This design comes from an exercise in tuning for small area on the open sky130 flow, not from production work.
Where RTL was checked, it was by simulation tests only, not by an equivalence proof against the original.
Power is estimated from default activity; no workload was simulated. No driver is modelled on the clock port, so clocking that relies on it looks cheaper here than on a real chip.

==> wip/ember <==
==> flow/design.v <==
module imem_hold (
  input  logic q,
  input  logic e,
  input  logic en,
  input  logic w,
  output logic d
);
  assign d = ~((q | e) & (w | en));
endmodule
module imem_xor2 (
  input  logic a,
  input  logic b,
  output logic y
);
  assign y = a ^ b;
endmodule
module imem_and2 (
  input  logic a,
  input  logic b,
  output logic y
);
  assign y = a & b;
endmodule
module imem_nand2 (
  input  logic a,
  input  logic b,
  output logic y_n
);
  assign y_n = ~(a & b);
endmodule
module imem_dec8e (
  input  logic [2:0] a,
  input  logic       en,
  output logic [7:0] y
);
  for (genvar i = 0; i < 8; i++) begin : g_y
    assign y[i] = en && (a == 3'(i));
  end
endmodule
module imem_dec8 (
  input  logic [2:0] a,
  output logic [7:0] y
);
  for (genvar i = 0; i < 8; i++) begin : g_y
    assign y[i] = (a == 3'(i));
  end
endmodule
module imem_aoi3 (
  input  logic d0, d1, d2,
  input  logic s0, s1, s2,
  output logic y_n
);
  assign y_n = ~((d0 & s0) | (d1 & s1) | (d2 & s2));
endmodule
module imem_nand4 (
  input  logic a, b, c, d,
  output logic y_n
);
  assign y_n = ~(a & b & c & d);
endmodule
module imem_nand3 (
  input  logic a, b, c,
  output logic y_n
);
  assign y_n = ~(a & b & c);
endmodule
module imem_nor2 (
  input  logic a, b,
  output logic y_n
);
  assign y_n = ~(a | b);
endmodule
module imem_or22 (
  input  logic [20:0] x_n,
  input  logic        d,
  input  logic        s,
  output logic        y
);
  logic [21:0] l_n;
  logic [5:0]  grp;
  logic [2:0]  pair_n;
  assign l_n[20:0] = x_n;
  imem_nand2 u_last (.a(d), .b(s), .y_n(l_n[21]));
  for (genvar i = 0; i < 5; i++) begin : g_n4
    imem_nand4 u_n4 (.a(l_n[4*i]), .b(l_n[4*i+1]), .c(l_n[4*i+2]), .d(l_n[4*i+3]), .y_n(grp[i]));
  end
  imem_nand2 u_n2 (.a(l_n[20]), .b(l_n[21]), .y_n(grp[5]));
  for (genvar i = 0; i < 3; i++) begin : g_o2
    imem_nor2 u_o2 (.a(grp[2*i]), .b(grp[2*i+1]), .y_n(pair_n[i]));
  end
  imem_nand3 u_out (.a(pair_n[0]), .b(pair_n[1]), .c(pair_n[2]), .y_n(y));
endmodule
module imem_loader (
  input  logic          clk,
  input  logic          rst,
  input  logic          start,
  input  logic          byte_valid,
  input  logic [7:0]    byte_data,
  output logic          byte_ready,
  output logic          busy,
  output logic          cpu_hold,
  output logic          done,
  output logic          error,
  output logic [15:0]   load_count,
  input  logic [31:0]   address,
  output logic [31:0]   Instr
);
  localparam logic [2:0] IDLE   = 3'd0;
  localparam logic [2:0] LEN_LO = 3'd1;
  localparam logic [2:0] LEN_HI = 3'd2;
  localparam logic [2:0] DATA   = 3'd3;
  localparam logic [2:0] DONE   = 3'd4;
  logic [2:0]  state, next_state;
  logic [31:0] mem [64];
  logic [7:0]  len_lo;      
  logic [1:0]  bidx;        
  logic [23:0] shreg;       
  logic        error_q;
  logic [6:0]  cnt;         
  logic        fire, wr_en, len_big;
  logic [6:0]  cnt_inc;
  logic [31:0] wdata;       
  assign byte_ready = (state == LEN_LO) || (state == LEN_HI) || (state == DATA);
  assign fire       = byte_valid && byte_ready;
  assign cnt_inc    = cnt + 7'd1;
  assign len_big    = (byte_data != 8'd0) || len_lo[7] || (len_lo[6] && (len_lo[5:0] != 6'd0));
  assign wr_en      = (state == DATA) && fire && (bidx == 2'd3);
  assign wdata      = {byte_p, shreg};   
  assign busy       = (state != IDLE);
  assign cpu_hold   = busy;
  assign done       = (state == DONE);
  assign error      = error_q;
  assign load_count = {9'd0, cnt};
  always_comb begin
    next_state = state;
    case (state)
      IDLE:   if (start) next_state = LEN_LO;
      LEN_LO: if (fire) next_state = LEN_HI;
      LEN_HI: if (fire) begin
        if ({byte_data, len_lo} == 16'd0) next_state = DONE;
        else if (len_big)                 next_state = IDLE;
        else                              next_state = DATA;
      end
      DATA:   if (wr_en && cnt_inc == len_lo[6:0]) next_state = DONE;
      default: next_state = IDLE;
    endcase
  end
  always_ff @(posedge clk or posedge rst) begin
    if (rst) begin
      state   <= IDLE;
      error_q <= 1'b0;
      cnt     <= '0;
    end else begin
      state <= next_state;
      if (state == IDLE && start) begin
        error_q <= 1'b0;
        cnt     <= '0;
      end
      if (state == LEN_HI && fire && len_big) error_q <= 1'b1;
      if (wr_en) cnt <= cnt_inc;
    end
  end
  always_ff @(posedge clk) begin
    if (state == LEN_LO) len_lo <= byte_data;
    if (state != DATA)   bidx <= 2'd0;
    else if (fire)       bidx <= bidx + 2'd1;
  end
  logic p;
  always_ff @(posedge clk) p <= ~p;
  logic [7:0] byte_p;
  for (genvar b = 0; b < 8; b++) begin : g_bp
    imem_xor2 u_x (.a(byte_data[b]), .b(p), .y(byte_p[b]));
  end
  logic [2:0]  ld, ld_n;
  logic [23:0] shreg_d;
  assign ld[0] = (bidx == 2'd0);
  assign ld[1] = (bidx == 2'd1);
  assign ld[2] = (bidx == 2'd2);
  assign ld_n  = ~ld;
  for (genvar j = 0; j < 24; j++) begin : g_sh
    imem_hold u_hold (.q(shreg[j]), .e(ld[j/8]), .en(ld_n[j/8]), .w(byte_p[j%8]), .d(shreg_d[j]));
  end
  always_ff @(posedge clk) shreg <= shreg_d;
  logic [7:0]  wlo, whi;
  logic [63:0] we, we_n;
  logic [31:0] mem_d [64];
  imem_dec8e u_wlo (.a(cnt[2:0]), .en(wr_en), .y(wlo));
  imem_dec8 u_whi (.a(cnt[5:3]), .y(whi));
  for (genvar k = 0; k < 64; k++) begin : g_word
    imem_and2  u_we  (.a(wlo[k%8]), .b(whi[k/8]), .y(we[k]));
    imem_nand2 u_wen (.a(wlo[k%8]), .b(whi[k/8]), .y_n(we_n[k]));
    for (genvar j = 0; j < 32; j++) begin : g_bit
      imem_hold u_hold (.q(mem[k][j]), .e(we[k]), .en(we_n[k]), .w(wdata[j]), .d(mem_d[k][j]));
    end
    always_ff @(posedge clk) mem[k] <= mem_d[k];
  end
  logic [7:0]  rlo, rhi;
  logic [63:0] rsel;
  imem_dec8 u_rlo (.a(address[4:2]), .y(rlo));
  imem_dec8 u_rhi (.a(address[7:5]), .y(rhi));
  for (genvar k = 0; k < 64; k++) begin : g_rsel
    imem_and2 u_rs (.a(rlo[k%8]), .b(rhi[k/8]), .y(rsel[k]));
  end
  for (genvar j = 0; j < 32; j++) begin : g_rd
    logic [20:0] leg_n;
    for (genvar g = 0; g < 21; g++) begin : g_leg
      imem_aoi3 u_aoi (
        .d0(mem[3*g][j]), .d1(mem[3*g+1][j]), .d2(mem[3*g+2][j]),
        .s0(rsel[3*g]),   .s1(rsel[3*g+1]),   .s2(rsel[3*g+2]),
        .y_n(leg_n[g]));
    end
    logic rd_p;
    imem_or22 u_or (.x_n(leg_n), .d(mem[63][j]), .s(rsel[63]), .y(rd_p));
    imem_xor2 u_x (.a(rd_p), .b(p), .y(Instr[j]));
  end
endmodule
==> flow/flow/run.sh <==
#!/bin/bash
# Layout flow for imem_loader: the standard synthesis unchanged, then the
# standard ORFS steps with three changes:
#  - ports are buffered with buf_2 instead of the default delay-cell buffer,
#  - the repair steps may not use the largest buffers (buf_6 and up),
#  - clock tree: clkbuf_16 only, larger sink clusters, no dummy loads.
# Each tool's output goes to its own log file in this folder.
set -uo pipefail

PLATFORM_DONT_USE="sky130_fd_sc_hd__probe_p_8 sky130_fd_sc_hd__probec_p_8 \
 sky130_fd_sc_hd__lpflow_bleeder_1 sky130_fd_sc_hd__lpflow_clkbufkapwr_1 \
 sky130_fd_sc_hd__lpflow_clkbufkapwr_16 sky130_fd_sc_hd__lpflow_clkbufkapwr_2 \
 sky130_fd_sc_hd__lpflow_clkbufkapwr_4 sky130_fd_sc_hd__lpflow_clkbufkapwr_8 \
 sky130_fd_sc_hd__lpflow_clkinvkapwr_1 sky130_fd_sc_hd__lpflow_clkinvkapwr_16 \
 sky130_fd_sc_hd__lpflow_clkinvkapwr_2 sky130_fd_sc_hd__lpflow_clkinvkapwr_4 \
 sky130_fd_sc_hd__lpflow_clkinvkapwr_8 sky130_fd_sc_hd__lpflow_decapkapwr_12 \
 sky130_fd_sc_hd__lpflow_decapkapwr_3 sky130_fd_sc_hd__lpflow_decapkapwr_4 \
 sky130_fd_sc_hd__lpflow_decapkapwr_6 sky130_fd_sc_hd__lpflow_decapkapwr_8 \
 sky130_fd_sc_hd__lpflow_inputiso0n_1 sky130_fd_sc_hd__lpflow_inputiso0p_1 \
 sky130_fd_sc_hd__lpflow_inputiso1n_1 sky130_fd_sc_hd__lpflow_inputiso1p_1 \
 sky130_fd_sc_hd__lpflow_inputisolatch_1 sky130_fd_sc_hd__lpflow_isobufsrc_1 \
 sky130_fd_sc_hd__lpflow_isobufsrc_16 sky130_fd_sc_hd__lpflow_isobufsrc_2 \
 sky130_fd_sc_hd__lpflow_isobufsrc_4 sky130_fd_sc_hd__lpflow_isobufsrc_8 \
 sky130_fd_sc_hd__lpflow_isobufsrckapwr_16 \
 sky130_fd_sc_hd__lpflow_lsbuf_lh_hl_isowell_tap_1 \
 sky130_fd_sc_hd__lpflow_lsbuf_lh_hl_isowell_tap_2 \
 sky130_fd_sc_hd__lpflow_lsbuf_lh_hl_isowell_tap_4 \
 sky130_fd_sc_hd__lpflow_lsbuf_lh_isowell_4 \
 sky130_fd_sc_hd__lpflow_lsbuf_lh_isowell_tap_1 \
 sky130_fd_sc_hd__lpflow_lsbuf_lh_isowell_tap_2 \
 sky130_fd_sc_hd__lpflow_lsbuf_lh_isowell_tap_4"
EXTRA_DONT_USE="sky130_fd_sc_hd__buf_6 sky130_fd_sc_hd__buf_8 sky130_fd_sc_hd__buf_12 sky130_fd_sc_hd__buf_16 \
 sky130_fd_sc_hd__bufbuf_8 sky130_fd_sc_hd__bufbuf_16 sky130_fd_sc_hd__bufinv_8 \
 sky130_fd_sc_hd__bufinv_16 sky130_fd_sc_hd__clkdlybuf4s15_1 sky130_fd_sc_hd__clkdlybuf4s15_2 \
 sky130_fd_sc_hd__clkdlybuf4s18_1 sky130_fd_sc_hd__clkdlybuf4s18_2 \
 sky130_fd_sc_hd__clkdlybuf4s25_1 sky130_fd_sc_hd__clkdlybuf4s25_2 \
 sky130_fd_sc_hd__clkdlybuf4s50_1 sky130_fd_sc_hd__clkdlybuf4s50_2"

# 1. Standard synthesis, unchanged.
bash standard.sh synth > synth.log 2>&1 || { echo "synthesis failed; see synth.log"; exit 1; }

# 2. Floorplan to final layout.
bash standard.sh finish \
  "DONT_USE_CELLS=$PLATFORM_DONT_USE $EXTRA_DONT_USE" \
  "BUFFER_PORTS_ARGS=-buffer_cell sky130_fd_sc_hd__buf_2" \
  "CTS_ARGS=-sink_clustering_enable -repair_clock_nets -buf_list sky130_fd_sc_hd__clkbuf_16 -sink_clustering_size 30 -sink_clustering_max_diameter 200 -dont_use_dummy_load" \
  > layout.log 2>&1 || { echo "layout failed; see layout.log"; tail -30 layout.log; exit 1; }

test -f out/final.def || { echo "no out/final.def"; exit 1; }
==> flow/standard.sh <==
#!/bin/bash
# synth_recipe.tcl (not shown) runs the flow's synth.tcl, then flattens the netlist and writes it again
# the make line also repeats each setting of config.mk as NAME=value (left out here)
make -C /OpenROAD-flow-scripts/flow DESIGN_CONFIG=/design/flow/config.mk WORK_HOME=/design/flow/orfs CLKGATE_MAP_FILE= SYNTH_SCRIPT=/design/flow/synth_recipe.tcl "${@:-finish}"
==> flow/config.mk <==
export PLATFORM = sky130hd
export DESIGN_NAME = imem_loader
export DESIGN_NICKNAME = imem_loader
export VERILOG_FILES = /design/flow/design.v
export SDC_FILE = /design/flow/constraint.sdc
export NUM_CORES = 4
export LEC_CHECK = 0
export CAP_MARGIN = 10
export CORE_MARGIN = 2
export CORE_UTILIZATION = 70
export GPL_TIMING_DRIVEN = 0
export PLACE_DENSITY = 0.82
export SETUP_SLACK_MARGIN = 0.1
export SLEW_MARGIN = 10
export SYNTH_HIERARCHICAL = 1
==> flow/constraint.sdc <==
create_clock -name core_clock -period 7.0 [get_ports {clk}]
set_input_delay 1.4000 -clock core_clock [delete_from_list [all_inputs] [get_ports {clk}]]
set_output_delay 1.4000 -clock core_clock [all_outputs]
set_load 0.01 [all_outputs]
==> inputs of wip/juniper, as changes to wip/ember <==
--- a/flow/design.v
+++ b/flow/design.v
@@ -6,12 +6,5 @@
   output logic d
 );
-  assign d = ~((q | e) & (w | en));
-endmodule
-module imem_xor2 (
-  input  logic a,
-  input  logic b,
-  output logic y
-);
-  assign y = a ^ b;
+  assign d = (q | e) & (w | en);
 endmodule
 module imem_and2 (
@@ -29,5 +22,5 @@
   assign y_n = ~(a & b);
 endmodule
-module imem_dec8e (
+module imem_dec8 (
   input  logic [2:0] a,
   input  logic       en,
@@ -36,12 +29,4 @@
   for (genvar i = 0; i < 8; i++) begin : g_y
     assign y[i] = en && (a == 3'(i));
-  end
-endmodule
-module imem_dec8 (
-  input  logic [2:0] a,
-  output logic [7:0] y
-);
-  for (genvar i = 0; i < 8; i++) begin : g_y
-    assign y[i] = (a == 3'(i));
   end
 endmodule
@@ -120,5 +105,5 @@
   logic        fire, wr_en, len_big;
   logic [6:0]  cnt_inc;
-  logic [31:0] wdata;       
+  logic [31:0] wdata;
   assign byte_ready = (state == LEN_LO) || (state == LEN_HI) || (state == DATA);
   assign fire       = byte_valid && byte_ready;
@@ -126,5 +111,5 @@
   assign len_big    = (byte_data != 8'd0) || len_lo[7] || (len_lo[6] && (len_lo[5:0] != 6'd0));
   assign wr_en      = (state == DATA) && fire && (bidx == 2'd3);
-  assign wdata      = {byte_p, shreg};   
+  assign wdata      = {byte_data, shreg};
   assign busy       = (state != IDLE);
   assign cpu_hold   = busy;
@@ -165,26 +150,13 @@
     if (state != DATA)   bidx <= 2'd0;
     else if (fire)       bidx <= bidx + 2'd1;
+    if (bidx == 2'd0) shreg[7:0]   <= byte_data;
+    if (bidx == 2'd1) shreg[15:8]  <= byte_data;
+    if (bidx == 2'd2) shreg[23:16] <= byte_data;
   end
-  logic p;
-  always_ff @(posedge clk) p <= ~p;
-  logic [7:0] byte_p;
-  for (genvar b = 0; b < 8; b++) begin : g_bp
-    imem_xor2 u_x (.a(byte_data[b]), .b(p), .y(byte_p[b]));
-  end
-  logic [2:0]  ld, ld_n;
-  logic [23:0] shreg_d;
-  assign ld[0] = (bidx == 2'd0);
-  assign ld[1] = (bidx == 2'd1);
-  assign ld[2] = (bidx == 2'd2);
-  assign ld_n  = ~ld;
-  for (genvar j = 0; j < 24; j++) begin : g_sh
-    imem_hold u_hold (.q(shreg[j]), .e(ld[j/8]), .en(ld_n[j/8]), .w(byte_p[j%8]), .d(shreg_d[j]));
-  end
-  always_ff @(posedge clk) shreg <= shreg_d;
   logic [7:0]  wlo, whi;
   logic [63:0] we, we_n;
   logic [31:0] mem_d [64];
-  imem_dec8e u_wlo (.a(cnt[2:0]), .en(wr_en), .y(wlo));
-  imem_dec8 u_whi (.a(cnt[5:3]), .y(whi));
+  imem_dec8 u_wlo (.a(cnt[2:0]), .en(wr_en), .y(wlo));
+  imem_dec8 u_whi (.a(cnt[5:3]), .en(1'b1),  .y(whi));
   for (genvar k = 0; k < 64; k++) begin : g_word
     imem_and2  u_we  (.a(wlo[k%8]), .b(whi[k/8]), .y(we[k]));
@@ -197,6 +169,6 @@
   logic [7:0]  rlo, rhi;
   logic [63:0] rsel;
-  imem_dec8 u_rlo (.a(address[4:2]), .y(rlo));
-  imem_dec8 u_rhi (.a(address[7:5]), .y(rhi));
+  imem_dec8 u_rlo (.a(address[4:2]), .en(1'b1), .y(rlo));
+  imem_dec8 u_rhi (.a(address[7:5]), .en(1'b1), .y(rhi));
   for (genvar k = 0; k < 64; k++) begin : g_rsel
     imem_and2 u_rs (.a(rlo[k%8]), .b(rhi[k/8]), .y(rsel[k]));
@@ -210,7 +182,5 @@
         .y_n(leg_n[g]));
     end
-    logic rd_p;
-    imem_or22 u_or (.x_n(leg_n), .d(mem[63][j]), .s(rsel[63]), .y(rd_p));
-    imem_xor2 u_x (.a(rd_p), .b(p), .y(Instr[j]));
+    imem_or22 u_or (.x_n(leg_n), .d(mem[63][j]), .s(rsel[63]), .y(Instr[j]));
   end
 endmodule
--- a/flow/flow/run.sh
+++ b/flow/flow/run.sh
@@ -3,5 +3,5 @@
 # standard ORFS steps with three changes:
 #  - ports are buffered with buf_2 instead of the default delay-cell buffer,
-#  - the repair steps may not use the largest buffers (buf_6 and up),
+#  - the repair steps may not use the largest buffers (buf_8/12/16),
 #  - clock tree: clkbuf_16 only, larger sink clusters, no dummy loads.
 # Each tool's output goes to its own log file in this folder.
@@ -30,5 +30,5 @@
  sky130_fd_sc_hd__lpflow_lsbuf_lh_isowell_tap_2 \
  sky130_fd_sc_hd__lpflow_lsbuf_lh_isowell_tap_4"
-EXTRA_DONT_USE="sky130_fd_sc_hd__buf_6 sky130_fd_sc_hd__buf_8 sky130_fd_sc_hd__buf_12 sky130_fd_sc_hd__buf_16 \
+EXTRA_DONT_USE="sky130_fd_sc_hd__buf_8 sky130_fd_sc_hd__buf_12 sky130_fd_sc_hd__buf_16 \
  sky130_fd_sc_hd__bufbuf_8 sky130_fd_sc_hd__bufbuf_16 sky130_fd_sc_hd__bufinv_8 \
  sky130_fd_sc_hd__bufinv_16 sky130_fd_sc_hd__clkdlybuf4s15_1 sky130_fd_sc_hd__clkdlybuf4s15_2 \
@@ -44,5 +44,5 @@
   "DONT_USE_CELLS=$PLATFORM_DONT_USE $EXTRA_DONT_USE" \
   "BUFFER_PORTS_ARGS=-buffer_cell sky130_fd_sc_hd__buf_2" \
-  "CTS_ARGS=-sink_clustering_enable -repair_clock_nets -buf_list sky130_fd_sc_hd__clkbuf_16 -sink_clustering_size 30 -sink_clustering_max_diameter 200 -dont_use_dummy_load" \
+  "CTS_ARGS=-sink_clustering_enable -repair_clock_nets -buf_list sky130_fd_sc_hd__clkbuf_16 -sink_clustering_size 24 -sink_clustering_max_diameter 150 -dont_use_dummy_load" \
   > layout.log 2>&1 || { echo "layout failed; see layout.log"; tail -30 layout.log; exit 1; }
 
Settings changed: CAP_MARGIN 10 to 5, CORE_UTILIZATION 70 to 55, PLACE_DENSITY 0.82 to 0.7, SETUP_SLACK_MARGIN 0.1 to 0.2, SLEW_MARGIN 10 to 5.
==> inputs of wip/delta, as changes to wip/ember <==
--- a/flow/design.v
+++ b/flow/design.v
@@ -6,12 +6,5 @@
   output logic d
 );
-  assign d = ~((q | e) & (w | en));
-endmodule
-module imem_xor2 (
-  input  logic a,
-  input  logic b,
-  output logic y
-);
-  assign y = a ^ b;
+  assign d = (q | e) & (w | en);
 endmodule
 module imem_and2 (
@@ -29,5 +22,5 @@
   assign y_n = ~(a & b);
 endmodule
-module imem_dec8e (
+module imem_dec8 (
   input  logic [2:0] a,
   input  logic       en,
@@ -36,12 +29,4 @@
   for (genvar i = 0; i < 8; i++) begin : g_y
     assign y[i] = en && (a == 3'(i));
-  end
-endmodule
-module imem_dec8 (
-  input  logic [2:0] a,
-  output logic [7:0] y
-);
-  for (genvar i = 0; i < 8; i++) begin : g_y
-    assign y[i] = (a == 3'(i));
   end
 endmodule
@@ -53,22 +38,4 @@
   assign y_n = ~((d0 & s0) | (d1 & s1) | (d2 & s2));
 endmodule
-module imem_nand4 (
-  input  logic a, b, c, d,
-  output logic y_n
-);
-  assign y_n = ~(a & b & c & d);
-endmodule
-module imem_nand3 (
-  input  logic a, b, c,
-  output logic y_n
-);
-  assign y_n = ~(a & b & c);
-endmodule
-module imem_nor2 (
-  input  logic a, b,
-  output logic y_n
-);
-  assign y_n = ~(a | b);
-endmodule
 module imem_or22 (
   input  logic [20:0] x_n,
@@ -77,17 +44,5 @@
   output logic        y
 );
-  logic [21:0] l_n;
-  logic [5:0]  grp;
-  logic [2:0]  pair_n;
-  assign l_n[20:0] = x_n;
-  imem_nand2 u_last (.a(d), .b(s), .y_n(l_n[21]));
-  for (genvar i = 0; i < 5; i++) begin : g_n4
-    imem_nand4 u_n4 (.a(l_n[4*i]), .b(l_n[4*i+1]), .c(l_n[4*i+2]), .d(l_n[4*i+3]), .y_n(grp[i]));
-  end
-  imem_nand2 u_n2 (.a(l_n[20]), .b(l_n[21]), .y_n(grp[5]));
-  for (genvar i = 0; i < 3; i++) begin : g_o2
-    imem_nor2 u_o2 (.a(grp[2*i]), .b(grp[2*i+1]), .y_n(pair_n[i]));
-  end
-  imem_nand3 u_out (.a(pair_n[0]), .b(pair_n[1]), .c(pair_n[2]), .y_n(y));
+  assign y = ~&x_n | (d & s);
 endmodule
 module imem_loader (
@@ -120,5 +75,5 @@
   logic        fire, wr_en, len_big;
   logic [6:0]  cnt_inc;
-  logic [31:0] wdata;       
+  logic [31:0] wdata;
   assign byte_ready = (state == LEN_LO) || (state == LEN_HI) || (state == DATA);
   assign fire       = byte_valid && byte_ready;
@@ -126,5 +81,5 @@
   assign len_big    = (byte_data != 8'd0) || len_lo[7] || (len_lo[6] && (len_lo[5:0] != 6'd0));
   assign wr_en      = (state == DATA) && fire && (bidx == 2'd3);
-  assign wdata      = {byte_p, shreg};   
+  assign wdata      = {byte_data, shreg};
   assign busy       = (state != IDLE);
   assign cpu_hold   = busy;
@@ -165,26 +120,13 @@
     if (state != DATA)   bidx <= 2'd0;
     else if (fire)       bidx <= bidx + 2'd1;
+    if (bidx == 2'd0) shreg[7:0]   <= byte_data;
+    if (bidx == 2'd1) shreg[15:8]  <= byte_data;
+    if (bidx == 2'd2) shreg[23:16] <= byte_data;
   end
-  logic p;
-  always_ff @(posedge clk) p <= ~p;
-  logic [7:0] byte_p;
-  for (genvar b = 0; b < 8; b++) begin : g_bp
-    imem_xor2 u_x (.a(byte_data[b]), .b(p), .y(byte_p[b]));
-  end
-  logic [2:0]  ld, ld_n;
-  logic [23:0] shreg_d;
-  assign ld[0] = (bidx == 2'd0);
-  assign ld[1] = (bidx == 2'd1);
-  assign ld[2] = (bidx == 2'd2);
-  assign ld_n  = ~ld;
-  for (genvar j = 0; j < 24; j++) begin : g_sh
-    imem_hold u_hold (.q(shreg[j]), .e(ld[j/8]), .en(ld_n[j/8]), .w(byte_p[j%8]), .d(shreg_d[j]));
-  end
-  always_ff @(posedge clk) shreg <= shreg_d;
   logic [7:0]  wlo, whi;
   logic [63:0] we, we_n;
   logic [31:0] mem_d [64];
-  imem_dec8e u_wlo (.a(cnt[2:0]), .en(wr_en), .y(wlo));
-  imem_dec8 u_whi (.a(cnt[5:3]), .y(whi));
+  imem_dec8 u_wlo (.a(cnt[2:0]), .en(wr_en), .y(wlo));
+  imem_dec8 u_whi (.a(cnt[5:3]), .en(1'b1),  .y(whi));
   for (genvar k = 0; k < 64; k++) begin : g_word
     imem_and2  u_we  (.a(wlo[k%8]), .b(whi[k/8]), .y(we[k]));
@@ -197,6 +139,6 @@
   logic [7:0]  rlo, rhi;
   logic [63:0] rsel;
-  imem_dec8 u_rlo (.a(address[4:2]), .y(rlo));
-  imem_dec8 u_rhi (.a(address[7:5]), .y(rhi));
+  imem_dec8 u_rlo (.a(address[4:2]), .en(1'b1), .y(rlo));
+  imem_dec8 u_rhi (.a(address[7:5]), .en(1'b1), .y(rhi));
   for (genvar k = 0; k < 64; k++) begin : g_rsel
     imem_and2 u_rs (.a(rlo[k%8]), .b(rhi[k/8]), .y(rsel[k]));
@@ -210,7 +152,5 @@
         .y_n(leg_n[g]));
     end
-    logic rd_p;
-    imem_or22 u_or (.x_n(leg_n), .d(mem[63][j]), .s(rsel[63]), .y(rd_p));
-    imem_xor2 u_x (.a(rd_p), .b(p), .y(Instr[j]));
+    imem_or22 u_or (.x_n(leg_n), .d(mem[63][j]), .s(rsel[63]), .y(Instr[j]));
   end
 endmodule
==> flow/run.sh (new file) <==
#!/bin/bash
# synth_recipe.tcl (not shown) runs the flow's synth.tcl, then flattens the netlist and writes it again
# the make line also repeats each setting of config.mk as NAME=value (left out here)
make -C /OpenROAD-flow-scripts/flow DESIGN_CONFIG=/design/flow/config.mk WORK_HOME=/design/flow/orfs CLKGATE_MAP_FILE= SYNTH_SCRIPT=/design/flow/synth_recipe.tcl finish
Settings changed: CAP_MARGIN 10 to 20, CORE_UTILIZATION 70 to 55, CTS_BUF_LIST set to sky130_fd_sc_hd__clkbuf_16, CTS_CLUSTER_DIAMETER set to 150, CTS_CLUSTER_SIZE set to 24, PLACE_DENSITY 0.82 to 0.7, SLEW_MARGIN 10 to 20.
removed: flow/flow/run.sh
removed: flow/standard.sh
==> comparison table <==
| quantity | wip/ember | wip/juniper | wip/delta |
|---|---|---|---|
| Run status | timing/DRC/antenna clean | timing/DRC/antenna clean | finished with violations |
| Reasons for failing layout checks | - | - | negative setup slack |
| Ratio of total power to cell area | 281 mW/mm^2 | 246 mW/mm^2 | 234 mW/mm^2 |
| Area share of and/or/nand/nor cells after synthesis | 5.09% | 4.87% | 4.37% |
| Share of the final layout cell area in multi-input gates | 34.2% | 37.4% | 35.8% |
| Post-Place Worst Slack | 0.711 ns | 0.725 ns | -0.641 ns |
| Asr flop ratio synth | 0.525% | 0.526% | 0.526% |
| Total placed instance area | 0.0687 mm^2 | 0.0746 mm^2 | 0.0787 mm^2 |
| Effective utilization at floorplan | 70.6% | 55.5% | 55.4% |
| GR Layer Usage met2 | 62.5% | 52.9% | 54.6% |
| Global-route wire length before repair | 339 mm | 353 mm | 367 mm |
| Critical Path Max Stage Delay | 0.87 ns | 0.90 ns | 0.82 ns |
| Number of non-clock buffers in the layout | 128 | 160 | 283 |
| Arrival time at the worst endpoint | 5.34 ns | 5.35 ns | 5.71 ns |
| Tap Cells | 1254 | 1662 | 1662 |
| Number of instances in the placed design | 6934 | 7335 | 7396 |
| Post-route setup TNS | 0 ns | 0 ns | -0.128 ns |
| Share of synthesized area spent on multiplexers | 0.0304% | 0.0283% | 0.0283% |
For wip/delta, only the layout was checked, not whether the RTL still works.

[separate check: timing with driven ports]
How much do the figures lean on ideal ports? The routed layouts below were timed once more, with nothing changed but the port constraints.
Step 1: set_driving_cell puts a clkbuf_16 on clk and a buf_2 on each other input, an assumption about the parent block.
Step 2, shift: input delay + t, output delay - t, t = (earliest + latest rising clock arrival at the registers) / 2. This alone moves slack from input paths to output paths.
Slacks: ideal ports / drivers / drivers and shift; pairs: ideal ports / drivers.
run | t, ns | slack for setup (ns) | clock arrival spread, ns
wip/ember | 0.778 | 0.264 / 0.185 / 0.185 | 0.049 / 0.049
wip/juniper | 0.812 | 0.253 / 0.116 / 0.116 | 0.068 / 0.068
wip/delta | 0.812 | -0.107 / -0.208 / -0.208 | 0.037 / 0.037
For wip/juniper, which loses most, drivers alone change the setup slack by -0.137 ns; drivers and shift together by -0.137 ns.
